This design comes from an exercise in tuning for small area, a short achievable clock period and few clock cycles on the open sky130 flow, not from production work.
No run shown here included a check of the RTL's function; only the layout flow was run.

==> design.v <==
package mac_pkg;
  function automatic logic [2:0] booth_enc(input logic b2, input logic b1, input logic b0);
    logic one, two;
    one = b1 ^ b0;
    two = (b2 & ~b1 & ~b0) | (~b2 & b1 & b0);
    booth_enc = {b2, two, one};
  endfunction
endpackage
module mac_lane #(
  parameter int unsigned NV = 85
) (
  input  logic        clk_i,
  input  logic        rst_ni,
  input  logic        take_i,     
  input  logic [15:0] a_i,
  input  logic [15:0] b_i,
  input  logic        v1_i,       
  input  logic        l1_i,       
  input  logic        rnd_i,      
  input  logic        sat_i,
  output logic [15:0] res_o,      
  output logic        ovf_o
);
  logic [15:0]   a_q;
  logic [7:0]    one_d, two_d, neg_d, one_q, two_q, neg_q;
  logic [NV-1:0] pv, pv_q;
  logic [47:0]   acc_q, acc_g, rs, rc;
  logic          first_q;
  always_comb begin
    for (int i = 0; i < 8; i++) begin
      {neg_d[i], two_d[i], one_d[i]} =
        mac_pkg::booth_enc(b_i[2*i+1], b_i[2*i], (i == 0) ? 1'b0 : b_i[2*i-1]);
    end
  end
  always_ff @(posedge clk_i) begin
    a_q   <= take_i ? a_i : 16'h0;
    one_q <= one_d;
    two_q <= two_d;
    neg_q <= neg_d;
  end
  mac_pp_tree u_pp (.a(a_q), .one(one_q), .two(two_q), .neg(neg_q), .v(pv));
  always_ff @(posedge clk_i) begin
    pv_q <= pv;
  end
  always_ff @(posedge clk_i or negedge rst_ni) begin
    if (!rst_ni) begin
      first_q <= 1'b1;
    end else if (v1_i) begin
      first_q <= l1_i;
    end
  end
  assign acc_g = first_q ? 48'h0 : acc_q;
  mac_acc_tree u_acc (.v(pv_q), .acc(acc_g), .s(rs), .c(rc));
  always_ff @(posedge clk_i) begin
    acc_q <= rs + rc;
  end
  logic        c16, c31, all1, all0;
  logic [15:0] lo;
  always_comb begin
    c16   = rnd_i & acc_q[15];
    c31   = c16 & (&acc_q[30:16]);
    all1  = &acc_q[47:31];
    all0  = ~|acc_q[47:31];
    lo    = acc_q[31:16] + {15'h0, c16};
    ovf_o = c31 ? ~(&acc_q[47:32]) : ~(all1 | all0);
    res_o = (sat_i & ovf_o) ? (acc_q[47] ? 16'h8000 : 16'h7fff) : lo;
  end
endmodule
module mac_pp_tree (
  input  logic [15:0] a,
  input  logic [7:0]  one,
  input  logic [7:0]  two,
  input  logic [7:0]  neg,
  output logic [84:0] v
);
  logic [16:0] pp0;
  logic [16:0] pp1;
  logic [16:0] pp2;
  logic [16:0] pp3;
  logic [16:0] pp4;
  logic [16:0] pp5;
  logic [16:0] pp6;
  logic [16:0] pp7;
  logic t1, t2;
  logic t3, t4;
  logic t5, t6;
  logic t7, t8;
  logic t9, t10;
  logic t11, t12;
  logic t13, t14;
  logic t15, t16;
  logic t17, t18;
  logic t19, t20;
  logic t21, t22;
  logic t23, t24;
  logic t25, t26;
  logic t27, t28;
  logic t29, t30;
  logic t31, t32;
  logic t33, t34;
  logic t35, t36;
  logic t37, t38;
  logic t39, t40;
  logic t41, t42;
  logic t43, t44;
  logic t45, t46;
  logic t47, t48;
  logic t49, t50;
  logic t51, t52;
  logic t53, t54;
  logic t55, t56;
  logic t57, t58;
  logic t59, t60;
  logic t61, t62;
  logic t63, t64;
  logic t65, t66;
  logic t67, t68;
  logic t69, t70;
  logic t71, t72;
  logic t73, t74;
  logic t75, t76;
  logic t77, t78;
  logic t79, t80;
  logic t81, t82;
  logic t83, t84;
  logic t85, t86;
  logic t87, t88;
  logic t89, t90;
  logic t91, t92;
  logic t93, t94;
  logic t95, t96;
  logic t97, t98;
  logic t99, t100;
  logic t101, t102;
  logic t103, t104;
  logic t105, t106;
  logic t107, t108;
  logic t109, t110;
  logic t111, t112;
  logic t113, t114;
  logic t115, t116;
  logic t117, t118;
  logic t119, t120;
  logic t121, t122;
  logic t123, t124;
  logic t125, t126;
  logic t127, t128;
  logic t129, t130;
  logic t131, t132;
  logic t133, t134;
  logic t135, t136;
  logic t137, t138;
  logic t139, t140;
  logic t141, t142;
  logic t143, t144;
  logic t145, t146;
  logic t147, t148;
  logic t149, t150;
  logic t151, t152;
  logic t153, t154;
  logic t155, t156;
  logic t157, t158;
  logic t159, t160;
  logic t161, t162;
  logic t163, t164;
  logic t165, t166;
  logic t167, t168;
  assign pp0[0] = ((one[0] & a[0]) | (two[0] & 1'b0)) ^ neg[0];
  assign pp0[1] = ((one[0] & a[1]) | (two[0] & a[0])) ^ neg[0];
  assign pp0[2] = ((one[0] & a[2]) | (two[0] & a[1])) ^ neg[0];
  assign pp0[3] = ((one[0] & a[3]) | (two[0] & a[2])) ^ neg[0];
  assign pp0[4] = ((one[0] & a[4]) | (two[0] & a[3])) ^ neg[0];
  assign pp0[5] = ((one[0] & a[5]) | (two[0] & a[4])) ^ neg[0];
  assign pp0[6] = ((one[0] & a[6]) | (two[0] & a[5])) ^ neg[0];
  assign pp0[7] = ((one[0] & a[7]) | (two[0] & a[6])) ^ neg[0];
  assign pp0[8] = ((one[0] & a[8]) | (two[0] & a[7])) ^ neg[0];
  assign pp0[9] = ((one[0] & a[9]) | (two[0] & a[8])) ^ neg[0];
  assign pp0[10] = ((one[0] & a[10]) | (two[0] & a[9])) ^ neg[0];
  assign pp0[11] = ((one[0] & a[11]) | (two[0] & a[10])) ^ neg[0];
  assign pp0[12] = ((one[0] & a[12]) | (two[0] & a[11])) ^ neg[0];
  assign pp0[13] = ((one[0] & a[13]) | (two[0] & a[12])) ^ neg[0];
  assign pp0[14] = ((one[0] & a[14]) | (two[0] & a[13])) ^ neg[0];
  assign pp0[15] = ((one[0] & a[15]) | (two[0] & a[14])) ^ neg[0];
  assign pp0[16] = ((one[0] & a[15]) | (two[0] & a[15])) ^ neg[0];
  assign pp1[0] = ((one[1] & a[0]) | (two[1] & 1'b0)) ^ neg[1];
  assign pp1[1] = ((one[1] & a[1]) | (two[1] & a[0])) ^ neg[1];
  assign pp1[2] = ((one[1] & a[2]) | (two[1] & a[1])) ^ neg[1];
  assign pp1[3] = ((one[1] & a[3]) | (two[1] & a[2])) ^ neg[1];
  assign pp1[4] = ((one[1] & a[4]) | (two[1] & a[3])) ^ neg[1];
  assign pp1[5] = ((one[1] & a[5]) | (two[1] & a[4])) ^ neg[1];
  assign pp1[6] = ((one[1] & a[6]) | (two[1] & a[5])) ^ neg[1];
  assign pp1[7] = ((one[1] & a[7]) | (two[1] & a[6])) ^ neg[1];
  assign pp1[8] = ((one[1] & a[8]) | (two[1] & a[7])) ^ neg[1];
  assign pp1[9] = ((one[1] & a[9]) | (two[1] & a[8])) ^ neg[1];
  assign pp1[10] = ((one[1] & a[10]) | (two[1] & a[9])) ^ neg[1];
  assign pp1[11] = ((one[1] & a[11]) | (two[1] & a[10])) ^ neg[1];
  assign pp1[12] = ((one[1] & a[12]) | (two[1] & a[11])) ^ neg[1];
  assign pp1[13] = ((one[1] & a[13]) | (two[1] & a[12])) ^ neg[1];
  assign pp1[14] = ((one[1] & a[14]) | (two[1] & a[13])) ^ neg[1];
  assign pp1[15] = ((one[1] & a[15]) | (two[1] & a[14])) ^ neg[1];
  assign pp1[16] = ((one[1] & a[15]) | (two[1] & a[15])) ^ neg[1];
  assign pp2[0] = ((one[2] & a[0]) | (two[2] & 1'b0)) ^ neg[2];
  assign pp2[1] = ((one[2] & a[1]) | (two[2] & a[0])) ^ neg[2];
  assign pp2[2] = ((one[2] & a[2]) | (two[2] & a[1])) ^ neg[2];
  assign pp2[3] = ((one[2] & a[3]) | (two[2] & a[2])) ^ neg[2];
  assign pp2[4] = ((one[2] & a[4]) | (two[2] & a[3])) ^ neg[2];
  assign pp2[5] = ((one[2] & a[5]) | (two[2] & a[4])) ^ neg[2];
  assign pp2[6] = ((one[2] & a[6]) | (two[2] & a[5])) ^ neg[2];
  assign pp2[7] = ((one[2] & a[7]) | (two[2] & a[6])) ^ neg[2];
  assign pp2[8] = ((one[2] & a[8]) | (two[2] & a[7])) ^ neg[2];
  assign pp2[9] = ((one[2] & a[9]) | (two[2] & a[8])) ^ neg[2];
  assign pp2[10] = ((one[2] & a[10]) | (two[2] & a[9])) ^ neg[2];
  assign pp2[11] = ((one[2] & a[11]) | (two[2] & a[10])) ^ neg[2];
  assign pp2[12] = ((one[2] & a[12]) | (two[2] & a[11])) ^ neg[2];
  assign pp2[13] = ((one[2] & a[13]) | (two[2] & a[12])) ^ neg[2];
  assign pp2[14] = ((one[2] & a[14]) | (two[2] & a[13])) ^ neg[2];
  assign pp2[15] = ((one[2] & a[15]) | (two[2] & a[14])) ^ neg[2];
  assign pp2[16] = ((one[2] & a[15]) | (two[2] & a[15])) ^ neg[2];
  assign pp3[0] = ((one[3] & a[0]) | (two[3] & 1'b0)) ^ neg[3];
  assign pp3[1] = ((one[3] & a[1]) | (two[3] & a[0])) ^ neg[3];
  assign pp3[2] = ((one[3] & a[2]) | (two[3] & a[1])) ^ neg[3];
  assign pp3[3] = ((one[3] & a[3]) | (two[3] & a[2])) ^ neg[3];
  assign pp3[4] = ((one[3] & a[4]) | (two[3] & a[3])) ^ neg[3];
  assign pp3[5] = ((one[3] & a[5]) | (two[3] & a[4])) ^ neg[3];
  assign pp3[6] = ((one[3] & a[6]) | (two[3] & a[5])) ^ neg[3];
  assign pp3[7] = ((one[3] & a[7]) | (two[3] & a[6])) ^ neg[3];
  assign pp3[8] = ((one[3] & a[8]) | (two[3] & a[7])) ^ neg[3];
  assign pp3[9] = ((one[3] & a[9]) | (two[3] & a[8])) ^ neg[3];
  assign pp3[10] = ((one[3] & a[10]) | (two[3] & a[9])) ^ neg[3];
  assign pp3[11] = ((one[3] & a[11]) | (two[3] & a[10])) ^ neg[3];
  assign pp3[12] = ((one[3] & a[12]) | (two[3] & a[11])) ^ neg[3];
  assign pp3[13] = ((one[3] & a[13]) | (two[3] & a[12])) ^ neg[3];
  assign pp3[14] = ((one[3] & a[14]) | (two[3] & a[13])) ^ neg[3];
  assign pp3[15] = ((one[3] & a[15]) | (two[3] & a[14])) ^ neg[3];
  assign pp3[16] = ((one[3] & a[15]) | (two[3] & a[15])) ^ neg[3];
  assign pp4[0] = ((one[4] & a[0]) | (two[4] & 1'b0)) ^ neg[4];
  assign pp4[1] = ((one[4] & a[1]) | (two[4] & a[0])) ^ neg[4];
  assign pp4[2] = ((one[4] & a[2]) | (two[4] & a[1])) ^ neg[4];
  assign pp4[3] = ((one[4] & a[3]) | (two[4] & a[2])) ^ neg[4];
  assign pp4[4] = ((one[4] & a[4]) | (two[4] & a[3])) ^ neg[4];
  assign pp4[5] = ((one[4] & a[5]) | (two[4] & a[4])) ^ neg[4];
  assign pp4[6] = ((one[4] & a[6]) | (two[4] & a[5])) ^ neg[4];
  assign pp4[7] = ((one[4] & a[7]) | (two[4] & a[6])) ^ neg[4];
  assign pp4[8] = ((one[4] & a[8]) | (two[4] & a[7])) ^ neg[4];
  assign pp4[9] = ((one[4] & a[9]) | (two[4] & a[8])) ^ neg[4];
  assign pp4[10] = ((one[4] & a[10]) | (two[4] & a[9])) ^ neg[4];
  assign pp4[11] = ((one[4] & a[11]) | (two[4] & a[10])) ^ neg[4];
  assign pp4[12] = ((one[4] & a[12]) | (two[4] & a[11])) ^ neg[4];
  assign pp4[13] = ((one[4] & a[13]) | (two[4] & a[12])) ^ neg[4];
  assign pp4[14] = ((one[4] & a[14]) | (two[4] & a[13])) ^ neg[4];
  assign pp4[15] = ((one[4] & a[15]) | (two[4] & a[14])) ^ neg[4];
  assign pp4[16] = ((one[4] & a[15]) | (two[4] & a[15])) ^ neg[4];
  assign pp5[0] = ((one[5] & a[0]) | (two[5] & 1'b0)) ^ neg[5];
  assign pp5[1] = ((one[5] & a[1]) | (two[5] & a[0])) ^ neg[5];
  assign pp5[2] = ((one[5] & a[2]) | (two[5] & a[1])) ^ neg[5];
  assign pp5[3] = ((one[5] & a[3]) | (two[5] & a[2])) ^ neg[5];
  assign pp5[4] = ((one[5] & a[4]) | (two[5] & a[3])) ^ neg[5];
  assign pp5[5] = ((one[5] & a[5]) | (two[5] & a[4])) ^ neg[5];
  assign pp5[6] = ((one[5] & a[6]) | (two[5] & a[5])) ^ neg[5];
  assign pp5[7] = ((one[5] & a[7]) | (two[5] & a[6])) ^ neg[5];
  assign pp5[8] = ((one[5] & a[8]) | (two[5] & a[7])) ^ neg[5];
  assign pp5[9] = ((one[5] & a[9]) | (two[5] & a[8])) ^ neg[5];
  assign pp5[10] = ((one[5] & a[10]) | (two[5] & a[9])) ^ neg[5];
  assign pp5[11] = ((one[5] & a[11]) | (two[5] & a[10])) ^ neg[5];
  assign pp5[12] = ((one[5] & a[12]) | (two[5] & a[11])) ^ neg[5];
  assign pp5[13] = ((one[5] & a[13]) | (two[5] & a[12])) ^ neg[5];
  assign pp5[14] = ((one[5] & a[14]) | (two[5] & a[13])) ^ neg[5];
  assign pp5[15] = ((one[5] & a[15]) | (two[5] & a[14])) ^ neg[5];
  assign pp5[16] = ((one[5] & a[15]) | (two[5] & a[15])) ^ neg[5];
  assign pp6[0] = ((one[6] & a[0]) | (two[6] & 1'b0)) ^ neg[6];
  assign pp6[1] = ((one[6] & a[1]) | (two[6] & a[0])) ^ neg[6];
  assign pp6[2] = ((one[6] & a[2]) | (two[6] & a[1])) ^ neg[6];
  assign pp6[3] = ((one[6] & a[3]) | (two[6] & a[2])) ^ neg[6];
  assign pp6[4] = ((one[6] & a[4]) | (two[6] & a[3])) ^ neg[6];
  assign pp6[5] = ((one[6] & a[5]) | (two[6] & a[4])) ^ neg[6];
  assign pp6[6] = ((one[6] & a[6]) | (two[6] & a[5])) ^ neg[6];
  assign pp6[7] = ((one[6] & a[7]) | (two[6] & a[6])) ^ neg[6];
  assign pp6[8] = ((one[6] & a[8]) | (two[6] & a[7])) ^ neg[6];
  assign pp6[9] = ((one[6] & a[9]) | (two[6] & a[8])) ^ neg[6];
  assign pp6[10] = ((one[6] & a[10]) | (two[6] & a[9])) ^ neg[6];
  assign pp6[11] = ((one[6] & a[11]) | (two[6] & a[10])) ^ neg[6];
  assign pp6[12] = ((one[6] & a[12]) | (two[6] & a[11])) ^ neg[6];
  assign pp6[13] = ((one[6] & a[13]) | (two[6] & a[12])) ^ neg[6];
  assign pp6[14] = ((one[6] & a[14]) | (two[6] & a[13])) ^ neg[6];
  assign pp6[15] = ((one[6] & a[15]) | (two[6] & a[14])) ^ neg[6];
  assign pp6[16] = ((one[6] & a[15]) | (two[6] & a[15])) ^ neg[6];
  assign pp7[0] = ((one[7] & a[0]) | (two[7] & 1'b0)) ^ neg[7];
  assign pp7[1] = ((one[7] & a[1]) | (two[7] & a[0])) ^ neg[7];
  assign pp7[2] = ((one[7] & a[2]) | (two[7] & a[1])) ^ neg[7];
  assign pp7[3] = ((one[7] & a[3]) | (two[7] & a[2])) ^ neg[7];
  assign pp7[4] = ((one[7] & a[4]) | (two[7] & a[3])) ^ neg[7];
  assign pp7[5] = ((one[7] & a[5]) | (two[7] & a[4])) ^ neg[7];
  assign pp7[6] = ((one[7] & a[6]) | (two[7] & a[5])) ^ neg[7];
  assign pp7[7] = ((one[7] & a[7]) | (two[7] & a[6])) ^ neg[7];
  assign pp7[8] = ((one[7] & a[8]) | (two[7] & a[7])) ^ neg[7];
  assign pp7[9] = ((one[7] & a[9]) | (two[7] & a[8])) ^ neg[7];
  assign pp7[10] = ((one[7] & a[10]) | (two[7] & a[9])) ^ neg[7];
  assign pp7[11] = ((one[7] & a[11]) | (two[7] & a[10])) ^ neg[7];
  assign pp7[12] = ((one[7] & a[12]) | (two[7] & a[11])) ^ neg[7];
  assign pp7[13] = ((one[7] & a[13]) | (two[7] & a[12])) ^ neg[7];
  assign pp7[14] = ((one[7] & a[14]) | (two[7] & a[13])) ^ neg[7];
  assign pp7[15] = ((one[7] & a[15]) | (two[7] & a[14])) ^ neg[7];
  assign pp7[16] = ((one[7] & a[15]) | (two[7] & a[15])) ^ neg[7];
  assign t1 = pp0[10] ^ pp1[8];
  assign t2 = pp0[10] & pp1[8];
  assign t3 = pp0[11] ^ pp1[9];
  assign t4 = pp0[11] & pp1[9];
  assign t5 = pp0[12] ^ pp1[10] ^ pp2[8];
  assign t6 = (pp0[12] & pp1[10]) | (pp0[12] & pp2[8]) | (pp1[10] & pp2[8]);
  assign t7 = pp3[6] ^ pp4[4];
  assign t8 = pp3[6] & pp4[4];
  assign t9 = pp0[13] ^ pp1[11] ^ pp2[9];
  assign t10 = (pp0[13] & pp1[11]) | (pp0[13] & pp2[9]) | (pp1[11] & pp2[9]);
  assign t11 = pp3[7] ^ pp4[5];
  assign t12 = pp3[7] & pp4[5];
  assign t13 = pp0[14] ^ pp1[12] ^ pp2[10];
  assign t14 = (pp0[14] & pp1[12]) | (pp0[14] & pp2[10]) | (pp1[12] & pp2[10]);
  assign t15 = pp3[8] ^ pp4[6] ^ pp5[4];
  assign t16 = (pp3[8] & pp4[6]) | (pp3[8] & pp5[4]) | (pp4[6] & pp5[4]);
  assign t17 = pp6[2] ^ pp7[0];
  assign t18 = pp6[2] & pp7[0];
  assign t19 = pp0[15] ^ pp1[13] ^ pp2[11];
  assign t20 = (pp0[15] & pp1[13]) | (pp0[15] & pp2[11]) | (pp1[13] & pp2[11]);
  assign t21 = pp3[9] ^ pp4[7] ^ pp5[5];
  assign t22 = (pp3[9] & pp4[7]) | (pp3[9] & pp5[5]) | (pp4[7] & pp5[5]);
  assign t23 = pp6[3] ^ pp7[1];
  assign t24 = pp6[3] & pp7[1];
  assign t25 = ~(~pp0[16] ^ pp1[14]);
  assign t26 = ~pp0[16] | pp1[14];
  assign t27 = pp2[12] ^ pp3[10] ^ pp4[8];
  assign t28 = (pp2[12] & pp3[10]) | (pp2[12] & pp4[8]) | (pp3[10] & pp4[8]);
  assign t29 = pp5[6] ^ pp6[4] ^ pp7[2];
  assign t30 = (pp5[6] & pp6[4]) | (pp5[6] & pp7[2]) | (pp6[4] & pp7[2]);
  assign t31 = ~(pp1[15] ^ pp2[13]);
  assign t32 = pp1[15] | pp2[13];
  assign t33 = pp3[11] ^ pp4[9] ^ pp5[7];
  assign t34 = (pp3[11] & pp4[9]) | (pp3[11] & pp5[7]) | (pp4[9] & pp5[7]);
  assign t35 = pp6[5] ^ pp7[3];
  assign t36 = pp6[5] & pp7[3];
  assign t37 = ~pp1[16] ^ pp2[14] ^ pp3[12];
  assign t38 = (~pp1[16] & pp2[14]) | (~pp1[16] & pp3[12]) | (pp2[14] & pp3[12]);
  assign t39 = pp4[10] ^ pp5[8] ^ pp6[6];
  assign t40 = (pp4[10] & pp5[8]) | (pp4[10] & pp6[6]) | (pp5[8] & pp6[6]);
  assign t41 = ~(pp2[15] ^ pp3[13]);
  assign t42 = pp2[15] | pp3[13];
  assign t43 = pp4[11] ^ pp5[9];
  assign t44 = pp4[11] & pp5[9];
  assign t45 = ~pp2[16] ^ pp3[14] ^ pp4[12];
  assign t46 = (~pp2[16] & pp3[14]) | (~pp2[16] & pp4[12]) | (pp3[14] & pp4[12]);
  assign t47 = ~pp3[15];
  assign t48 = pp3[15];
  assign t49 = pp0[6] ^ pp1[4];
  assign t50 = pp0[6] & pp1[4];
  assign t51 = pp0[7] ^ pp1[5];
  assign t52 = pp0[7] & pp1[5];
  assign t53 = pp0[8] ^ pp1[6] ^ pp2[4];
  assign t54 = (pp0[8] & pp1[6]) | (pp0[8] & pp2[4]) | (pp1[6] & pp2[4]);
  assign t55 = pp3[2] ^ pp4[0];
  assign t56 = pp3[2] & pp4[0];
  assign t57 = pp0[9] ^ pp1[7] ^ pp2[5];
  assign t58 = (pp0[9] & pp1[7]) | (pp0[9] & pp2[5]) | (pp1[7] & pp2[5]);
  assign t59 = pp3[3] ^ pp4[1];
  assign t60 = pp3[3] & pp4[1];
  assign t61 = t1 ^ pp2[6] ^ pp3[4];
  assign t62 = (t1 & pp2[6]) | (t1 & pp3[4]) | (pp2[6] & pp3[4]);
  assign t63 = pp4[2] ^ pp5[0] ^ neg[5];
  assign t64 = (pp4[2] & pp5[0]) | (pp4[2] & neg[5]) | (pp5[0] & neg[5]);
  assign t65 = t3 ^ pp2[7] ^ pp3[5];
  assign t66 = (t3 & pp2[7]) | (t3 & pp3[5]) | (pp2[7] & pp3[5]);
  assign t67 = pp4[3] ^ pp5[1] ^ t2;
  assign t68 = (pp4[3] & pp5[1]) | (pp4[3] & t2) | (pp5[1] & t2);
  assign t69 = t5 ^ t7 ^ pp5[2];
  assign t70 = (t5 & t7) | (t5 & pp5[2]) | (t7 & pp5[2]);
  assign t71 = pp6[0] ^ neg[6] ^ t4;
  assign t72 = (pp6[0] & neg[6]) | (pp6[0] & t4) | (neg[6] & t4);
  assign t73 = t9 ^ t11 ^ pp5[3];
  assign t74 = (t9 & t11) | (t9 & pp5[3]) | (t11 & pp5[3]);
  assign t75 = pp6[1] ^ t6 ^ t8;
  assign t76 = (pp6[1] & t6) | (pp6[1] & t8) | (t6 & t8);
  assign t77 = t13 ^ t15 ^ t17;
  assign t78 = (t13 & t15) | (t13 & t17) | (t15 & t17);
  assign t79 = neg[7] ^ t10 ^ t12;
  assign t80 = (neg[7] & t10) | (neg[7] & t12) | (t10 & t12);
  assign t81 = t19 ^ t21 ^ t23;
  assign t82 = (t19 & t21) | (t19 & t23) | (t21 & t23);
  assign t83 = t14 ^ t16 ^ t18;
  assign t84 = (t14 & t16) | (t14 & t18) | (t16 & t18);
  assign t85 = t25 ^ t27 ^ t29;
  assign t86 = (t25 & t27) | (t25 & t29) | (t27 & t29);
  assign t87 = t20 ^ t22 ^ t24;
  assign t88 = (t20 & t22) | (t20 & t24) | (t22 & t24);
  assign t89 = t31 ^ t33 ^ t35;
  assign t90 = (t31 & t33) | (t31 & t35) | (t33 & t35);
  assign t91 = t26 ^ t28 ^ t30;
  assign t92 = (t26 & t28) | (t26 & t30) | (t28 & t30);
  assign t93 = t37 ^ t39 ^ pp7[4];
  assign t94 = (t37 & t39) | (t37 & pp7[4]) | (t39 & pp7[4]);
  assign t95 = t32 ^ t34 ^ t36;
  assign t96 = (t32 & t34) | (t32 & t36) | (t34 & t36);
  assign t97 = t41 ^ t43 ^ pp6[7];
  assign t98 = (t41 & t43) | (t41 & pp6[7]) | (t43 & pp6[7]);
  assign t99 = pp7[5] ^ t38 ^ t40;
  assign t100 = (pp7[5] & t38) | (pp7[5] & t40) | (t38 & t40);
  assign t101 = t45 ^ pp5[10] ^ pp6[8];
  assign t102 = (t45 & pp5[10]) | (t45 & pp6[8]) | (pp5[10] & pp6[8]);
  assign t103 = pp7[6] ^ t42 ^ t44;
  assign t104 = (pp7[6] & t42) | (pp7[6] & t44) | (t42 & t44);
  assign t105 = t47 ^ pp4[13] ^ pp5[11];
  assign t106 = (t47 & pp4[13]) | (t47 & pp5[11]) | (pp4[13] & pp5[11]);
  assign t107 = pp6[9] ^ pp7[7] ^ t46;
  assign t108 = (pp6[9] & pp7[7]) | (pp6[9] & t46) | (pp7[7] & t46);
  assign t109 = ~pp3[16] ^ pp4[14] ^ pp5[12];
  assign t110 = (~pp3[16] & pp4[14]) | (~pp3[16] & pp5[12]) | (pp4[14] & pp5[12]);
  assign t111 = pp6[10] ^ pp7[8] ^ t48;
  assign t112 = (pp6[10] & pp7[8]) | (pp6[10] & t48) | (pp7[8] & t48);
  assign t113 = ~(pp4[15] ^ pp5[13]);
  assign t114 = pp4[15] | pp5[13];
  assign t115 = pp6[11] ^ pp7[9];
  assign t116 = pp6[11] & pp7[9];
  assign t117 = ~pp4[16] ^ pp5[14] ^ pp6[12];
  assign t118 = (~pp4[16] & pp5[14]) | (~pp4[16] & pp6[12]) | (pp5[14] & pp6[12]);
  assign t119 = ~pp5[15];
  assign t120 = pp5[15];
  assign t121 = pp0[4] ^ pp1[2];
  assign t122 = pp0[4] & pp1[2];
  assign t123 = pp0[5] ^ pp1[3];
  assign t124 = pp0[5] & pp1[3];
  assign t125 = t49 ^ pp2[2] ^ pp3[0];
  assign t126 = (t49 & pp2[2]) | (t49 & pp3[0]) | (pp2[2] & pp3[0]);
  assign t127 = t51 ^ pp2[3] ^ pp3[1];
  assign t128 = (t51 & pp2[3]) | (t51 & pp3[1]) | (pp2[3] & pp3[1]);
  assign t129 = t53 ^ t55 ^ neg[4];
  assign t130 = (t53 & t55) | (t53 & neg[4]) | (t55 & neg[4]);
  assign t131 = t57 ^ t59 ^ t54;
  assign t132 = (t57 & t59) | (t57 & t54) | (t59 & t54);
  assign t133 = t61 ^ t63 ^ t58;
  assign t134 = (t61 & t63) | (t61 & t58) | (t63 & t58);
  assign t135 = t65 ^ t67 ^ t62;
  assign t136 = (t65 & t67) | (t65 & t62) | (t67 & t62);
  assign t137 = t69 ^ t71 ^ t66;
  assign t138 = (t69 & t71) | (t69 & t66) | (t71 & t66);
  assign t139 = t73 ^ t75 ^ t70;
  assign t140 = (t73 & t75) | (t73 & t70) | (t75 & t70);
  assign t141 = t77 ^ t79 ^ t74;
  assign t142 = (t77 & t79) | (t77 & t74) | (t79 & t74);
  assign t143 = t81 ^ t83 ^ t78;
  assign t144 = (t81 & t83) | (t81 & t78) | (t83 & t78);
  assign t145 = t85 ^ t87 ^ t82;
  assign t146 = (t85 & t87) | (t85 & t82) | (t87 & t82);
  assign t147 = t89 ^ t91 ^ t86;
  assign t148 = (t89 & t91) | (t89 & t86) | (t91 & t86);
  assign t149 = t93 ^ t95 ^ t90;
  assign t150 = (t93 & t95) | (t93 & t90) | (t95 & t90);
  assign t151 = t97 ^ t99 ^ t94;
  assign t152 = (t97 & t99) | (t97 & t94) | (t99 & t94);
  assign t153 = t101 ^ t103 ^ t98;
  assign t154 = (t101 & t103) | (t101 & t98) | (t103 & t98);
  assign t155 = t105 ^ t107 ^ t102;
  assign t156 = (t105 & t107) | (t105 & t102) | (t107 & t102);
  assign t157 = t109 ^ t111 ^ t106;
  assign t158 = (t109 & t111) | (t109 & t106) | (t111 & t106);
  assign t159 = t113 ^ t115 ^ t110;
  assign t160 = (t113 & t115) | (t113 & t110) | (t115 & t110);
  assign t161 = t117 ^ pp7[10] ^ t114;
  assign t162 = (t117 & pp7[10]) | (t117 & t114) | (pp7[10] & t114);
  assign t163 = t119 ^ pp6[13] ^ pp7[11];
  assign t164 = (t119 & pp6[13]) | (t119 & pp7[11]) | (pp6[13] & pp7[11]);
  assign t165 = ~pp5[16] ^ pp6[14] ^ pp7[12];
  assign t166 = (~pp5[16] & pp6[14]) | (~pp5[16] & pp7[12]) | (pp6[14] & pp7[12]);
  assign t167 = ~pp6[15];
  assign t168 = pp6[15];
  assign v[0] = pp0[0];
  assign v[1] = neg[0];
  assign v[2] = pp0[1];
  assign v[3] = pp0[2];
  assign v[4] = pp1[0];
  assign v[5] = neg[1];
  assign v[6] = pp0[3];
  assign v[7] = pp1[1];
  assign v[8] = t121;
  assign v[9] = pp2[0];
  assign v[10] = neg[2];
  assign v[11] = t123;
  assign v[12] = pp2[1];
  assign v[13] = t122;
  assign v[14] = t125;
  assign v[15] = neg[3];
  assign v[16] = t124;
  assign v[17] = t127;
  assign v[18] = t50;
  assign v[19] = t126;
  assign v[20] = t129;
  assign v[21] = t52;
  assign v[22] = t128;
  assign v[23] = t131;
  assign v[24] = t56;
  assign v[25] = t130;
  assign v[26] = t133;
  assign v[27] = t60;
  assign v[28] = t132;
  assign v[29] = t135;
  assign v[30] = t64;
  assign v[31] = t134;
  assign v[32] = t137;
  assign v[33] = t68;
  assign v[34] = t136;
  assign v[35] = t139;
  assign v[36] = t72;
  assign v[37] = t138;
  assign v[38] = t141;
  assign v[39] = t76;
  assign v[40] = t140;
  assign v[41] = t143;
  assign v[42] = t80;
  assign v[43] = t142;
  assign v[44] = t145;
  assign v[45] = t84;
  assign v[46] = t144;
  assign v[47] = t147;
  assign v[48] = t88;
  assign v[49] = t146;
  assign v[50] = t149;
  assign v[51] = t92;
  assign v[52] = t148;
  assign v[53] = t151;
  assign v[54] = t96;
  assign v[55] = t150;
  assign v[56] = t153;
  assign v[57] = t100;
  assign v[58] = t152;
  assign v[59] = t155;
  assign v[60] = t104;
  assign v[61] = t154;
  assign v[62] = t157;
  assign v[63] = t108;
  assign v[64] = t156;
  assign v[65] = t159;
  assign v[66] = t112;
  assign v[67] = t158;
  assign v[68] = t161;
  assign v[69] = t116;
  assign v[70] = t160;
  assign v[71] = t163;
  assign v[72] = t118;
  assign v[73] = t162;
  assign v[74] = t165;
  assign v[75] = t120;
  assign v[76] = t164;
  assign v[77] = t167;
  assign v[78] = pp7[13];
  assign v[79] = t166;
  assign v[80] = ~pp6[16];
  assign v[81] = pp7[14];
  assign v[82] = t168;
  assign v[83] = pp7[15];
  assign v[84] = ~pp7[16];
endmodule
module mac_acc_tree (
  input  logic [84:0] v,
  input  logic [47:0] acc,
  output logic [47:0] s,
  output logic [47:0] c
);
  logic t1, t2;
  logic t3, t4;
  logic t5, t6;
  logic t7, t8;
  logic t9, t10;
  logic t11, t12;
  logic t13, t14;
  logic t15, t16;
  logic t17, t18;
  logic t19, t20;
  logic t21, t22;
  logic t23, t24;
  logic t25, t26;
  logic t27, t28;
  logic t29, t30;
  logic t31, t32;
  logic t33, t34;
  logic t35, t36;
  logic t37, t38;
  logic t39, t40;
  logic t41, t42;
  logic t43, t44;
  logic t45, t46;
  logic t47, t48;
  logic t49, t50;
  logic t51, t52;
  logic t53, t54;
  logic t55, t56;
  logic t57, t58;
  logic t59, t60;
  logic t61, t62;
  logic t63, t64;
  logic t65, t66;
  logic t67, t68;
  logic t69, t70;
  logic t71, t72;
  logic t73, t74;
  logic t75, t76;
  logic t77, t78;
  logic t79, t80;
  logic t81, t82;
  logic t83, t84;
  logic t85, t86;
  logic t87, t88;
  logic t89, t90;
  logic t91, t92;
  logic t93, t94;
  logic t95, t96;
  logic t97, t98;
  logic t99, t100;
  logic t101, t102;
  logic t103, t104;
  logic t105, t106;
  logic t107, t108;
  logic t109, t110;
  logic t111, t112;
  logic t113, t114;
  logic t115, t116;
  logic t117, t118;
  logic t119, t120;
  logic t121, t122;
  logic t123, t124;
  logic t125, t126;
  logic t127, t128;
  logic t129, t130;
  logic t131, t132;
  logic t133, t134;
  logic t135, t136;
  logic t137, t138;
  logic t139, t140;
  logic t141, t142;
  logic t143, t144;
  logic t145, t146;
  logic t147, t148;
  logic t149, t150;
  logic t151, t152;
  assign t1 = v[3] ^ v[4];
  assign t2 = v[3] & v[4];
  assign t3 = v[6] ^ v[7];
  assign t4 = v[6] & v[7];
  assign t5 = v[8] ^ v[9] ^ v[10];
  assign t6 = (v[8] & v[9]) | (v[8] & v[10]) | (v[9] & v[10]);
  assign t7 = v[11] ^ v[12] ^ v[13];
  assign t8 = (v[11] & v[12]) | (v[11] & v[13]) | (v[12] & v[13]);
  assign t9 = v[14] ^ v[15] ^ v[16];
  assign t10 = (v[14] & v[15]) | (v[14] & v[16]) | (v[15] & v[16]);
  assign t11 = v[17] ^ v[18] ^ v[19];
  assign t12 = (v[17] & v[18]) | (v[17] & v[19]) | (v[18] & v[19]);
  assign t13 = v[20] ^ v[21] ^ v[22];
  assign t14 = (v[20] & v[21]) | (v[20] & v[22]) | (v[21] & v[22]);
  assign t15 = v[23] ^ v[24] ^ v[25];
  assign t16 = (v[23] & v[24]) | (v[23] & v[25]) | (v[24] & v[25]);
  assign t17 = v[26] ^ v[27] ^ v[28];
  assign t18 = (v[26] & v[27]) | (v[26] & v[28]) | (v[27] & v[28]);
  assign t19 = v[29] ^ v[30] ^ v[31];
  assign t20 = (v[29] & v[30]) | (v[29] & v[31]) | (v[30] & v[31]);
  assign t21 = v[32] ^ v[33] ^ v[34];
  assign t22 = (v[32] & v[33]) | (v[32] & v[34]) | (v[33] & v[34]);
  assign t23 = v[35] ^ v[36] ^ v[37];
  assign t24 = (v[35] & v[36]) | (v[35] & v[37]) | (v[36] & v[37]);
  assign t25 = v[38] ^ v[39] ^ v[40];
  assign t26 = (v[38] & v[39]) | (v[38] & v[40]) | (v[39] & v[40]);
  assign t27 = v[41] ^ v[42] ^ v[43];
  assign t28 = (v[41] & v[42]) | (v[41] & v[43]) | (v[42] & v[43]);
  assign t29 = v[44] ^ v[45] ^ v[46];
  assign t30 = (v[44] & v[45]) | (v[44] & v[46]) | (v[45] & v[46]);
  assign t31 = v[47] ^ v[48] ^ v[49];
  assign t32 = (v[47] & v[48]) | (v[47] & v[49]) | (v[48] & v[49]);
  assign t33 = v[50] ^ v[51] ^ v[52];
  assign t34 = (v[50] & v[51]) | (v[50] & v[52]) | (v[51] & v[52]);
  assign t35 = v[53] ^ v[54] ^ v[55];
  assign t36 = (v[53] & v[54]) | (v[53] & v[55]) | (v[54] & v[55]);
  assign t37 = v[56] ^ v[57] ^ v[58];
  assign t38 = (v[56] & v[57]) | (v[56] & v[58]) | (v[57] & v[58]);
  assign t39 = v[59] ^ v[60] ^ v[61];
  assign t40 = (v[59] & v[60]) | (v[59] & v[61]) | (v[60] & v[61]);
  assign t41 = v[62] ^ v[63] ^ v[64];
  assign t42 = (v[62] & v[63]) | (v[62] & v[64]) | (v[63] & v[64]);
  assign t43 = v[65] ^ v[66] ^ v[67];
  assign t44 = (v[65] & v[66]) | (v[65] & v[67]) | (v[66] & v[67]);
  assign t45 = v[68] ^ v[69] ^ v[70];
  assign t46 = (v[68] & v[69]) | (v[68] & v[70]) | (v[69] & v[70]);
  assign t47 = v[71] ^ v[72] ^ v[73];
  assign t48 = (v[71] & v[72]) | (v[71] & v[73]) | (v[72] & v[73]);
  assign t49 = v[74] ^ v[75] ^ v[76];
  assign t50 = (v[74] & v[75]) | (v[74] & v[76]) | (v[75] & v[76]);
  assign t51 = v[77] ^ v[78] ^ v[79];
  assign t52 = (v[77] & v[78]) | (v[77] & v[79]) | (v[78] & v[79]);
  assign t53 = v[80] ^ v[81] ^ v[82];
  assign t54 = (v[80] & v[81]) | (v[80] & v[82]) | (v[81] & v[82]);
  assign t55 = ~v[83];
  assign t56 = v[83];
  assign t57 = v[0] ^ v[1];
  assign t58 = v[0] & v[1];
  assign t59 = v[2] ^ acc[1];
  assign t60 = v[2] & acc[1];
  assign t61 = t1 ^ v[5] ^ acc[2];
  assign t62 = (t1 & v[5]) | (t1 & acc[2]) | (v[5] & acc[2]);
  assign t63 = t3 ^ acc[3] ^ t2;
  assign t64 = (t3 & acc[3]) | (t3 & t2) | (acc[3] & t2);
  assign t65 = t5 ^ acc[4] ^ t4;
  assign t66 = (t5 & acc[4]) | (t5 & t4) | (acc[4] & t4);
  assign t67 = t7 ^ acc[5] ^ t6;
  assign t68 = (t7 & acc[5]) | (t7 & t6) | (acc[5] & t6);
  assign t69 = t9 ^ acc[6] ^ t8;
  assign t70 = (t9 & acc[6]) | (t9 & t8) | (acc[6] & t8);
  assign t71 = t11 ^ acc[7] ^ t10;
  assign t72 = (t11 & acc[7]) | (t11 & t10) | (acc[7] & t10);
  assign t73 = t13 ^ acc[8] ^ t12;
  assign t74 = (t13 & acc[8]) | (t13 & t12) | (acc[8] & t12);
  assign t75 = t15 ^ acc[9] ^ t14;
  assign t76 = (t15 & acc[9]) | (t15 & t14) | (acc[9] & t14);
  assign t77 = t17 ^ acc[10] ^ t16;
  assign t78 = (t17 & acc[10]) | (t17 & t16) | (acc[10] & t16);
  assign t79 = t19 ^ acc[11] ^ t18;
  assign t80 = (t19 & acc[11]) | (t19 & t18) | (acc[11] & t18);
  assign t81 = t21 ^ acc[12] ^ t20;
  assign t82 = (t21 & acc[12]) | (t21 & t20) | (acc[12] & t20);
  assign t83 = t23 ^ acc[13] ^ t22;
  assign t84 = (t23 & acc[13]) | (t23 & t22) | (acc[13] & t22);
  assign t85 = t25 ^ acc[14] ^ t24;
  assign t86 = (t25 & acc[14]) | (t25 & t24) | (acc[14] & t24);
  assign t87 = t27 ^ acc[15] ^ t26;
  assign t88 = (t27 & acc[15]) | (t27 & t26) | (acc[15] & t26);
  assign t89 = t29 ^ acc[16] ^ t28;
  assign t90 = (t29 & acc[16]) | (t29 & t28) | (acc[16] & t28);
  assign t91 = t31 ^ acc[17] ^ t30;
  assign t92 = (t31 & acc[17]) | (t31 & t30) | (acc[17] & t30);
  assign t93 = t33 ^ acc[18] ^ t32;
  assign t94 = (t33 & acc[18]) | (t33 & t32) | (acc[18] & t32);
  assign t95 = t35 ^ acc[19] ^ t34;
  assign t96 = (t35 & acc[19]) | (t35 & t34) | (acc[19] & t34);
  assign t97 = t37 ^ acc[20] ^ t36;
  assign t98 = (t37 & acc[20]) | (t37 & t36) | (acc[20] & t36);
  assign t99 = t39 ^ acc[21] ^ t38;
  assign t100 = (t39 & acc[21]) | (t39 & t38) | (acc[21] & t38);
  assign t101 = t41 ^ acc[22] ^ t40;
  assign t102 = (t41 & acc[22]) | (t41 & t40) | (acc[22] & t40);
  assign t103 = t43 ^ acc[23] ^ t42;
  assign t104 = (t43 & acc[23]) | (t43 & t42) | (acc[23] & t42);
  assign t105 = t45 ^ acc[24] ^ t44;
  assign t106 = (t45 & acc[24]) | (t45 & t44) | (acc[24] & t44);
  assign t107 = t47 ^ acc[25] ^ t46;
  assign t108 = (t47 & acc[25]) | (t47 & t46) | (acc[25] & t46);
  assign t109 = t49 ^ acc[26] ^ t48;
  assign t110 = (t49 & acc[26]) | (t49 & t48) | (acc[26] & t48);
  assign t111 = t51 ^ acc[27] ^ t50;
  assign t112 = (t51 & acc[27]) | (t51 & t50) | (acc[27] & t50);
  assign t113 = t53 ^ acc[28] ^ t52;
  assign t114 = (t53 & acc[28]) | (t53 & t52) | (acc[28] & t52);
  assign t115 = t55 ^ acc[29] ^ t54;
  assign t116 = (t55 & acc[29]) | (t55 & t54) | (acc[29] & t54);
  assign t117 = v[84] ^ acc[30] ^ t56;
  assign t118 = (v[84] & acc[30]) | (v[84] & t56) | (acc[30] & t56);
  assign t119 = ~acc[31];
  assign t120 = acc[31];
  assign t121 = ~acc[32];
  assign t122 = acc[32];
  assign t123 = ~acc[33];
  assign t124 = acc[33];
  assign t125 = ~acc[34];
  assign t126 = acc[34];
  assign t127 = ~acc[35];
  assign t128 = acc[35];
  assign t129 = ~acc[36];
  assign t130 = acc[36];
  assign t131 = ~acc[37];
  assign t132 = acc[37];
  assign t133 = ~acc[38];
  assign t134 = acc[38];
  assign t135 = ~acc[39];
  assign t136 = acc[39];
  assign t137 = ~acc[40];
  assign t138 = acc[40];
  assign t139 = ~acc[41];
  assign t140 = acc[41];
  assign t141 = ~acc[42];
  assign t142 = acc[42];
  assign t143 = ~acc[43];
  assign t144 = acc[43];
  assign t145 = ~acc[44];
  assign t146 = acc[44];
  assign t147 = ~acc[45];
  assign t148 = acc[45];
  assign t149 = ~acc[46];
  assign t150 = acc[46];
  assign t151 = ~acc[47];
  assign t152 = acc[47];
  assign s[0] = t57;
  assign c[0] = acc[0];
  assign s[1] = t59;
  assign c[1] = t58;
  assign s[2] = t61;
  assign c[2] = t60;
  assign s[3] = t63;
  assign c[3] = t62;
  assign s[4] = t65;
  assign c[4] = t64;
  assign s[5] = t67;
  assign c[5] = t66;
  assign s[6] = t69;
  assign c[6] = t68;
  assign s[7] = t71;
  assign c[7] = t70;
  assign s[8] = t73;
  assign c[8] = t72;
  assign s[9] = t75;
  assign c[9] = t74;
  assign s[10] = t77;
  assign c[10] = t76;
  assign s[11] = t79;
  assign c[11] = t78;
  assign s[12] = t81;
  assign c[12] = t80;
  assign s[13] = t83;
  assign c[13] = t82;
  assign s[14] = t85;
  assign c[14] = t84;
  assign s[15] = t87;
  assign c[15] = t86;
  assign s[16] = t89;
  assign c[16] = t88;
  assign s[17] = t91;
  assign c[17] = t90;
  assign s[18] = t93;
  assign c[18] = t92;
  assign s[19] = t95;
  assign c[19] = t94;
  assign s[20] = t97;
  assign c[20] = t96;
  assign s[21] = t99;
  assign c[21] = t98;
  assign s[22] = t101;
  assign c[22] = t100;
  assign s[23] = t103;
  assign c[23] = t102;
  assign s[24] = t105;
  assign c[24] = t104;
  assign s[25] = t107;
  assign c[25] = t106;
  assign s[26] = t109;
  assign c[26] = t108;
  assign s[27] = t111;
  assign c[27] = t110;
  assign s[28] = t113;
  assign c[28] = t112;
  assign s[29] = t115;
  assign c[29] = t114;
  assign s[30] = t117;
  assign c[30] = t116;
  assign s[31] = t119;
  assign c[31] = t118;
  assign s[32] = t121;
  assign c[32] = t120;
  assign s[33] = t123;
  assign c[33] = t122;
  assign s[34] = t125;
  assign c[34] = t124;
  assign s[35] = t127;
  assign c[35] = t126;
  assign s[36] = t129;
  assign c[36] = t128;
  assign s[37] = t131;
  assign c[37] = t130;
  assign s[38] = t133;
  assign c[38] = t132;
  assign s[39] = t135;
  assign c[39] = t134;
  assign s[40] = t137;
  assign c[40] = t136;
  assign s[41] = t139;
  assign c[41] = t138;
  assign s[42] = t141;
  assign c[42] = t140;
  assign s[43] = t143;
  assign c[43] = t142;
  assign s[44] = t145;
  assign c[44] = t144;
  assign s[45] = t147;
  assign c[45] = t146;
  assign s[46] = t149;
  assign c[46] = t148;
  assign s[47] = t151;
  assign c[47] = t150;
endmodule
module mac_array (
  input  logic        clk,
  input  logic        arst_n_in,
  input  logic        in_valid,
  output logic        in_ready,
  input  logic [63:0] a_in,
  input  logic [63:0] b_in,
  input  logic        in_last,
  input  logic        round_in,
  input  logic        sat_in,
  output logic        out_valid,
  input  logic        out_ready,
  output logic [63:0] out,
  output logic [3:0]  out_ovf
);
  localparam int unsigned RW = 68;   
  logic          rdy_q, take, pop, o_free;
  logic          v0_q, l0_q, v1_q, l1_q, done_q;
  logic          r0_q, s0_q, r1_q, s1_q, r2_q, s2_q;
  logic [1:0]    cnt_q, cnt_d;
  logic [RW-1:0] res, o_q;
  logic          ov_q;
  logic [RW-1:0] sk_q [2];
  logic [1:0]    sc_q;
  logic          rp_q, wp_q;
  assign take     = in_valid & rdy_q;
  assign in_ready = rdy_q;
  assign pop      = ov_q & out_ready;
  assign o_free   = ~ov_q | out_ready;
  assign cnt_d = cnt_q + {1'b0, take & in_last} - {1'b0, pop};
  always_ff @(posedge clk or negedge arst_n_in) begin
    if (!arst_n_in) begin
      rdy_q   <= 1'b1;
      cnt_q   <= 2'd0;
      v0_q    <= 1'b0;
      l0_q    <= 1'b0;
      v1_q    <= 1'b0;
      l1_q    <= 1'b0;
      done_q  <= 1'b0;
    end else begin
      rdy_q   <= (cnt_d != 2'd3);
      cnt_q   <= cnt_d;
      v0_q    <= take;
      l0_q    <= take & in_last;
      v1_q    <= v0_q;
      l1_q    <= l0_q;
      done_q  <= l1_q;
    end
  end
  always_ff @(posedge clk) begin
    r0_q <= round_in;
    s0_q <= sat_in;
    r1_q <= r0_q;
    s1_q <= s0_q;
    r2_q <= r1_q;
    s2_q <= s1_q;
  end
  for (genvar gi = 0; gi < 4; gi++) begin : g_lane
    mac_lane u_lane (
      .clk_i  (clk),
      .take_i (take),
      .a_i    (a_in[gi*16 +: 16]),
      .b_i    (b_in[gi*16 +: 16]),
      .rst_ni (arst_n_in),
      .v1_i   (v1_q),
      .l1_i   (l1_q),
      .rnd_i  (r2_q),
      .sat_i  (s2_q),
      .res_o  (res[gi*16 +: 16]),
      .ovf_o  (res[64 + gi])
    );
  end
  always_ff @(posedge clk) begin
    if (done_q) sk_q[wp_q] <= res;
    if (o_free) o_q <= (sc_q != 2'd0) ? sk_q[rp_q] : res;
  end
  always_ff @(posedge clk or negedge arst_n_in) begin
    if (!arst_n_in) begin
      ov_q <= 1'b0;
      sc_q <= 2'd0;
      rp_q <= 1'b0;
      wp_q <= 1'b0;
    end else begin
      if (o_free) ov_q <= (sc_q != 2'd0) | done_q;
      if (o_free && sc_q != 2'd0) rp_q <= ~rp_q;
      if (done_q && !(o_free && sc_q == 2'd0)) wp_q <= ~wp_q;
      sc_q <= sc_q + {1'b0, done_q && !(o_free && sc_q == 2'd0)}
                   - {1'b0, o_free && sc_q != 2'd0};
    end
  end
  assign out_valid = ov_q;
  assign out       = o_q[63:0];
  assign out_ovf   = o_q[67:64];
endmodule
==> run.sh <==
#!/bin/bash
# synth_recipe.tcl (not shown) runs the flow's synth.tcl, then flattens the netlist and writes it again
# the make line also repeats each setting of config.mk as NAME=value (left out here)
make -C /OpenROAD-flow-scripts/flow DESIGN_CONFIG=/design/flow/config.mk WORK_HOME=/design/flow/orfs CLKGATE_MAP_FILE= SYNTH_SCRIPT=/design/flow/synth_recipe.tcl finish
==> config.mk <==
export PLATFORM = sky130hd
export DESIGN_NAME = mac_array
export DESIGN_NICKNAME = mac_array
export VERILOG_FILES = /design/flow/design.v
export SDC_FILE = /design/flow/constraint.sdc
export NUM_CORES = 4
export LEC_CHECK = 0
export ABC_AREA = 1
export CAP_MARGIN = 20
export CORE_MARGIN = 2
export CORE_UTILIZATION = 40
export SETUP_SLACK_MARGIN = 4.0
export SLEW_MARGIN = 20
==> constraint.sdc <==
create_clock -name core_clock -period 7.0 [get_ports {clk}]
set_input_delay 1.4000 -clock core_clock [delete_from_list [all_inputs] [get_ports {clk}]]
set_output_delay 1.4000 -clock core_clock [all_outputs]
set_load 0.01 [all_outputs]
==> metrics.md, run 1 <==
| Metric | Value |
|---|---|
| Initial antenna violation count | 4 |
| Final worst-path setup slack | around 3.6 ns |
| # IOs | approximately 210 |
| Count leader, synth | nand2_1 |
| Cell family with the largest share of critical-path delay | simple AND/OR/NAND/NOR gates |
| Critical path class | reg2reg |
| Final Slew Violations | 0 |
| H-tree lvl count | 3 |
| First-pass GRT wire length | approximately 300 mm |
| Setup TNS Final | 0 ns |
| Post-synth top flop | dfxtp_1 |
| Row cnt | 145 |
| Syn_nets | approximately 8,500 |
| Mean post-synth cell area | just over 8 um^2 |
| Crit path DAT | just under 4 ns |
| Post-synth top cells | 1,549 x nand2_1, 1,275 x inv_1, 698 x dfxtp_1 |
| Sequential-to-total area share from yosys stat | 0.3269 |
| GRT overflow | 0 |
| Period utilization | 0.4787 |
| Ys async rst share | 0.01528 |
| DRT Pass-1 Iters | 7 |
| IO buf count | between 200 and 250 |
| Final hold violation count | 0 |
| Total length of routed wires | 201.8 mm |
| FMAX | about 0.30 GHz |
| Distinct cells, synth | 50 |
| Initial Util | 0.4015 |
| DRT iter0 DRCs | roughly 3,800 |
| Hold buffer count at CTS | 0 |
| Clk pin slew, worst setup/hold paths | around 0.06 ns |
| Status | timing/DRC/antenna clean |
| Total global-route track usage | 0.2406 |
| Synth warnings | 2 |
| Die width | approximately 400 um |
| Die area | around 0.16 mm^2 |
| Drt via density | between 5 and 6 |
| Most area-hungry cell type in the Yosys netlist | dfxtp_1 |
| Fraction of layout cells with a size suffix above 1 | 0.2790 |
| Largest net degree at the start of global routing | between 70 and 80 |
| Synth-to-Final Area Change | 31.64% |
| Root Buffer | clkbuf_16 |
| DP Worst Slack | around 2.4 ns |
| Max incr delay on CP | around 0.64 ns |
| Min Clock Period, post-route | 3.351 ns |
| Final Skew | 0.04322 ns |
| Required time at the worst-slack endpoint | about 7.6 ns |
| Leading cell types by total area after synthesis | dfxtp_1 22%, fa_1 15%, edfxtp_1 9.8% |
| Worst hold path class | reg2reg |
| Synthesis-stage register bit count | between 900 and 1,000 |
| Post-synth EDFFs | around 200 |
| Slew @ Worst Pin | 0.9105 ns |
| Number of max-cap violations | 0 |
| CTS sink count | between 900 and 1,000 |
| CTS tree | built |
| Antenna diode count | 0 |
| HPWL Detailed | 141.1 mm |
| Post-Synthesis Cells | around 7,600 |
| Count of final setup violators | 0 |
| Clock latency (worst-skew pair) | about 0.75 ns |
| Worst Setup Start Kind | register |
| Synth top area share | 0.2233 |
| RSZ-0062 raised after global routing | true |
| Drt wl/cell | 19.81 um |
| Most used cell, CP | buf_12 |
| Total of fill cells in the finished design | around 14,000 |
| Final net count | 8,930 |
| DRC errors left | 0 |
| Cell Area, Synth | ~0.063 mm^2 |
| CTS Buffer Depth | 3 |
| Critical-path cell list | buf_6 > buf_12 > buf_12 > buf_16 > buf_12 > nor2_4 > fa_1 > ha_4 > nand2_4 > nor2_4 > inv_2 > nor3_4 > nand3b_1 > nand3b_1 > nand2_2 > nand3_1 > nand2_1 |
| CP max FO | 6 |
| Slowest CP cell | dfstp_4 |
| Num CTS Buffers | roughly 100 |
| Antenna Nets Post-Route | 0 |
| Chip height | 399.5 um |
| Core area | roughly 0.16 mm^2 |
| GPL Wtd Cong | about 0.93 |
| Crit end category | register |
| Worst slew margin | 0.3866 |
| Via count | between 50,000 and 60,000 |
| Vias in the first global route | roughly 52,000 |
| Crit path buffers/inverters | 6 |
cell usage in the layout, fill, tap and decap left out, types with 36 or more instances in the layout:
cell / netlist / final
nand2_2: 34 / 350
a21oi_1: 224 / 66
ha_4: 0 / 141
inv_1: 1275 / 1109
nor2_1: 652 / 405
nand3_1: 185 / 104
fa_1: 460 / 438
o21ai_2: 0 / 36
nand3_2: 2 / 61
nor2_4: 0 / 152
edfxtp_1: 204 / 204
a21oi_4: 0 / 55
nor2_2: 0 / 95
dlygate4sd2_1: 0 / 66
buf_6: 9 / 79
dfxtp_1: 698 / 669
clkdlybuf4s50_1: 0 / 134
xor2_1: 697 / 675
nand2_1: 1549 / 1031
o22ai_1: 480 / 480
a21oi_2: 0 / 103
nand4_1: 48 / 48
or2_2: 63 / 63
clkbuf_16: 0 / 109
o211ai_1: 64 / 64
o21ai_0: 132 / 78
inv_2: 29 / 152
nand2_4: 2 / 187
buf_4: 2 / 252
ha_1: 292 / 143
buf_12: 0 / 36
through the flow:
step	instance area, um^2	std cells	hold slack, ns	util
final	82370	10190	0.3249	0.5285
after detailed placement	66340	9616	0.3132	0.4257
after global placement	66340	9616	0.3173	0.4257
after global routing	82370	10190	0.3301	0.5285
after CTS	76990	9992	0.3273	0.4940
after floorplan	62600	7568	0.3096	-
layer usage:
metal / up-vias / global-route usage / share of wire / routed length, um
li1: 24890 / - / - / -
met1: 25810 / 0.3292 / 0.43 / 87070
met2: 1895 / 0.3881 / 0.46 / 93210
met3: 425 / 0.03824 / 0.071 / 14240
met4: 0 / 0.07807 / 0.036 / 7280
met5: - / 0 / 0 / 0
cell families after synthesis:
logic type | after synthesis | share of synthesized area
fa+ha+maj | 752 | 0.2056
flops | 916 | 0.3269
compound gates | 964 | 0.09174
buf+inv | 1534 | 0.09420
simple gates | 2657 | 0.1760
xor+xnor | 710 | 0.09938
mux | 35 | 0.006239
sequential cells by signal, summed over array words and instances, names as in the netlist, 2 cells and up:
name	count
g_lane.u_lane.pv_q	340
g_lane.u_lane.acc_q	192
sk_q	136
o_q	68
g_lane.u_lane.a_q	64
g_lane.u_lane.neg_q	32
g_lane.u_lane.one_q	32
g_lane.u_lane.two_q	32
cnt_q	2
sc_q	2
final timing paths:
check | depth (start not counted) | start | slack (ns) | end
max in group asynchronous | 1 | arst_n_in | 5.48 | rp_q
setup reg to reg | 17 | g_lane[2].u_lane.first_q | 3.65 | g_lane[1].u_lane.acc_q[38]
min in group asynchronous | 1 | arst_n_in | 1.06 | cnt_q[1]
hold / removal | 0 | s1_q | 0.32 | s2_q
setup / recovery | 17 | g_lane[2].u_lane.first_q | 3.65 | g_lane[1].u_lane.acc_q[38]
hold reg to reg | 0 | s1_q | 0.32 | s2_q
cell type report:
cell class	count	area, um^2	area share
clock buffer	126	2860	0.03473
tap	2058	2575	0.03126
multi-input combinational	5118	44490	0.5401
clock inverter	66	804.5	0.009767
timing repair buffer	596	6066	0.07364
sequential	916	20490	0.2488
inverter	1308	5077	0.06164
timing repair:
action / 4_1_cts / 5_1_grt
endpoints found under the setup margin: 344 / 258
gates resized for setup: 1362 / 946
setup buffers: 172 / 195
cloned: 12 / 1
pin swaps: 375 / 567
hold endpoints to repair: 0 / 0
==> run 2: changes to the inputs <==
--- a/config.mk
+++ b/config.mk
@@ -9,5 +9,5 @@
 export CAP_MARGIN = 20
 export CORE_MARGIN = 2
 export CORE_UTILIZATION = 40
-export SETUP_SLACK_MARGIN = 4.0
+export SETUP_SLACK_MARGIN = 3.0
 export SLEW_MARGIN = 20
==> run 2 against run 1 <==
- wire length decreased by 9.5%
- synthesized cell count stayed put
- sequential cell count unchanged
- still clean on timing, DRC and antenna
- sequential share of layout area is 4.3 points higher
- critical endpoint is now g_lane[0].u_lane.acc_q[28]
==> metrics.md, run 2 <==
| Metric | Value |
|---|---|
| GPL Wtd Cong | between 0.9 and 1 |
| Core area | ~0.16 mm^2 |
| Number of max-cap violations | 0 |
| Leading cell types by total area after synthesis | dfxtp_1 22%, fa_1 15%, edfxtp_1 9.8% |
| Max incr delay on CP | roughly 0.80 ns |
| Dpl cell area | approximately 0.066 mm^2 |
| Initial antenna violation count | 6 |
| Worst slew margin | 0.3325 |
| Drt wl/cell | 18.59 um |
| Final Skew | about 0.046 ns |
| Worst Setup Start Kind | register |
| Design area | ~0.07 mm^2 |
| Via count | approximately 50,000 |
| Total global-route track usage | 0.2272 |
| Row cnt | between 100 and 150 |
| Hold buffer count at CTS | 0 |
| Top reg by flops | g_lane.u_lane.pv_q |
| Clock latency (worst-skew pair) | between 0.7 and 0.8 ns |
| Post-synth top cells | 1,549 x nand2_1, 1,275 x inv_1, 698 x dfxtp_1 |
| Root Buffer | clkbuf_16 |
| Final Slew Violations | 0 |
| Antenna Nets Post-Route | 0 |
| DRC errors left | 0 |
| Status | timing/DRC/antenna clean |
| Chip height | between 300 and 400 um |
| Util after Layout | 0.4498 |
| Syn_nets | ~8,500 |
| Final worst-path setup slack | approximately 3.2 ns |
| HPWL Detailed | about 140 mm |
| Synth-to-Final Area Change | 12.02% |
| Initial Util | 0.4015 |
| Top flop regs | g_lane.u_lane.pv_q (340), g_lane.u_lane.acc_q (192), sk_q (136) |
| Synth warnings | 2 |
| Cell Area, Synth | about 0.063 mm^2 |
| Count of final setup violators | 0 |
| Slowest CP cell | dfstp_4 |
| Total length of routed wires | ~180 mm |
| Post-synth EDFFs | between 200 and 250 |
| Drt via density | just over 5 |
| Synth top area share | 0.2233 |
| CTS tree | built |
| Min Clock Period, post-route | ~3.8 ns |
| Commonest non-fill, non-tap cell in the layout | nand2_1 |
| FMAX | ~0.26 GHz |
| Critical path class | reg2reg |
| Post-synth top flop | dfxtp_1 |
| Total of fill cells in the finished design | 15,310 |
| CTS Buffer Depth | 3 |
| CP max FO | 64 |
| Sequential-to-total area share from yosys stat | 0.3269 |
| Period utilization | 0.5393 |
| Commonest non-fill, non-tap cells in the layout | 1,548 x nand2_1, 1,271 x inv_1, 698 x dfxtp_1 |
| Worst hold path class | reg2reg |
| DRT Pass-1 Iters | 6 |
| Fraction of layout cells with a size suffix above 1 | 0.05012 |
| Mean post-synth cell area | roughly 8.3 um^2 |
| Crit path buffers/inverters | 3 |
| Post-Synthesis Cells | roughly 7,600 |
| Final hold violation count | 0 |
| GRT overflow | 0 |
| Crit end category | register |
| Slew @ Worst Pin | roughly 1.0 ns |
| Required time at the worst-slack endpoint | between 7 and 8 ns |
| Vias in the first global route | slightly below 50,000 |
| H-tree lvl count | 3 |
| # IOs | slightly above 200 |
| RSZ-0062 raised after global routing | false |
| Worst R2R Setup Slack | about 3.2 ns |
| Crit path DAT | about 4.4 ns |
| Distinct cells, synth | 50 |
| Die area | around 0.16 mm^2 |
| Die width | roughly 400 um |
| Largest net degree at the start of global routing | 75 |
| Count leader, synth | nand2_1 |
| Cell family with the largest share of critical-path delay | simple AND/OR/NAND/NOR gates |
| Most area-hungry cell type in the Yosys netlist | dfxtp_1 |
| Max reg flops | between 300 and 400 |
| Final net count | 8,558 |
| Synthesis-stage register bit count | 916 |
| Ys async rst share | 0.01528 |
| IO buf count | ~200 |
| Most used cell, CP | nand2_1 |
| CTS sink count | roughly 900 |
| Setup TNS Final | 0 ns |
| DP Worst Slack | around 2.8 ns |
| Clk pin slew, worst setup/hold paths | roughly 0.06 ns |
| Critical-path cell list | buf_12 > nor2_1 > fa_1 > ha_1 > nand2_1 > nor2_1 > inv_1 > nor3_1 > nand2_1 > nand2_1 > inv_1 > nand2_1 > xor2_1 |
| Num CTS Buffers | 105 |
| DRT iter0 DRCs | about 4,400 |
| First-pass GRT wire length | ~280 mm |
run 2: cell counts after synthesis:
No cell type changed its count.
run 2: worst paths after layout:
path | startpoint | endpoint | cells after the start
max | g_lane[2].u_lane.first_q | g_lane[0].u_lane.acc_q[28] | 13
min | r0_q | r1_q | 0
max reg2reg | g_lane[2].u_lane.first_q | g_lane[0].u_lane.acc_q[28] | 13
min reg2reg | r0_q | r1_q | 0
max in group asynchronous | arst_n_in | rp_q | 1
min in group asynchronous | arst_n_in | cnt_q[1] | 1
run 2: timing repair:
| action | CTS | global route |
|---|---|---|
| setup buffers | 0 | 1 |
| cloned | 0 | 0 |
| setup endpoints to repair | 24 | 52 |
| gates resized for setup | 2 | 7 |
run 2: layer usage:
| metal | vias to the layer above | wire length, um | global-route usage |
|---|---|---|---|
| met2 | 1601 | 81340 | 0.3552 |
| li1 | 24130 | - | - |
| met3 | 246 | 11980 | 0.03376 |
| met4 | 2 | 4537 | 0.06277 |
| met5 | - | 13 | 0 |
| met1 | 23860 | 84720 | 0.3258 |
run 2: cells by family (layout without fill, tap and decap cells):
family          after synthesis  count (layout)  share of synthesized area
fa+ha+maj                   752             752                     0.2056
compound gates              964             964                    0.09174
simple gates               2657            2657                     0.1760
other cells                   0               1                          0
flops                       916             916                     0.3269
buf+inv                    1534            1727                    0.09420
mux                          35              35                   0.006239
xor+xnor                    710             710                    0.09938
run 2: stage by stage:
step | hold slack, ns | cells
after floorplan | 0.3096 | 7568
after global placement | 0.3176 | 9621
after detailed placement | 0.3147 | 9621
after CTS | 0.3292 | 9818
after global routing | 0.3330 | 9819
final | 0.3264 | 9820
run 2: layout make-up:
class	instances	area [um^2]	share of cell area
Inverter	1308	4915	0.07012
Tap cell	2058	2575	0.03674
Multi-Input combinational cell	5118	36250	0.5171
Antenna cell	1	2.502	0.00003570
Sequential cell	916	20460	0.2919
Clock buffer	142	3074	0.04386
Clock inverter	55	606.8	0.008658
Timing Repair Buffer	222	2215	0.03160

[separate check: timing with driven ports]
No port has a modelled driver above. Below, the same layouts with a new extraction and two added sets of constraints. Step 1 (the two cells are an assumption about what drives the block):
set clk [get_ports {clk}]
set_driving_cell -lib_cell sky130_fd_sc_hd__clkbuf_16 $clk
set_driving_cell -lib_cell sky130_fd_sc_hd__buf_2 [delete_from_list [all_inputs] $clk]
Step 2, shift: input delay + t, output delay - t, t = (earliest + latest rising clock arrival at the registers) / 2. This alone moves slack from input paths to output paths. Slacks: ideal ports / drivers / drivers and shift; pairs: ideal ports / drivers.
| run | t, ns | setup slack, ns | hold slack, ns |
|---|---|---|---|
| run 1 | 0.806 | 3.649 / 3.649 / 2.979 | 0.325 / 0.325 / 0.325 |
| run 2 | 0.802 | 3.225 / 3.225 / 3.104 | 0.326 / 0.326 / 0.326 |
After both steps setup and hold are still met in every run listed. For run 1, which loses most, drivers alone change the setup slack by 0.000 ns; drivers and shift together by -0.670 ns.
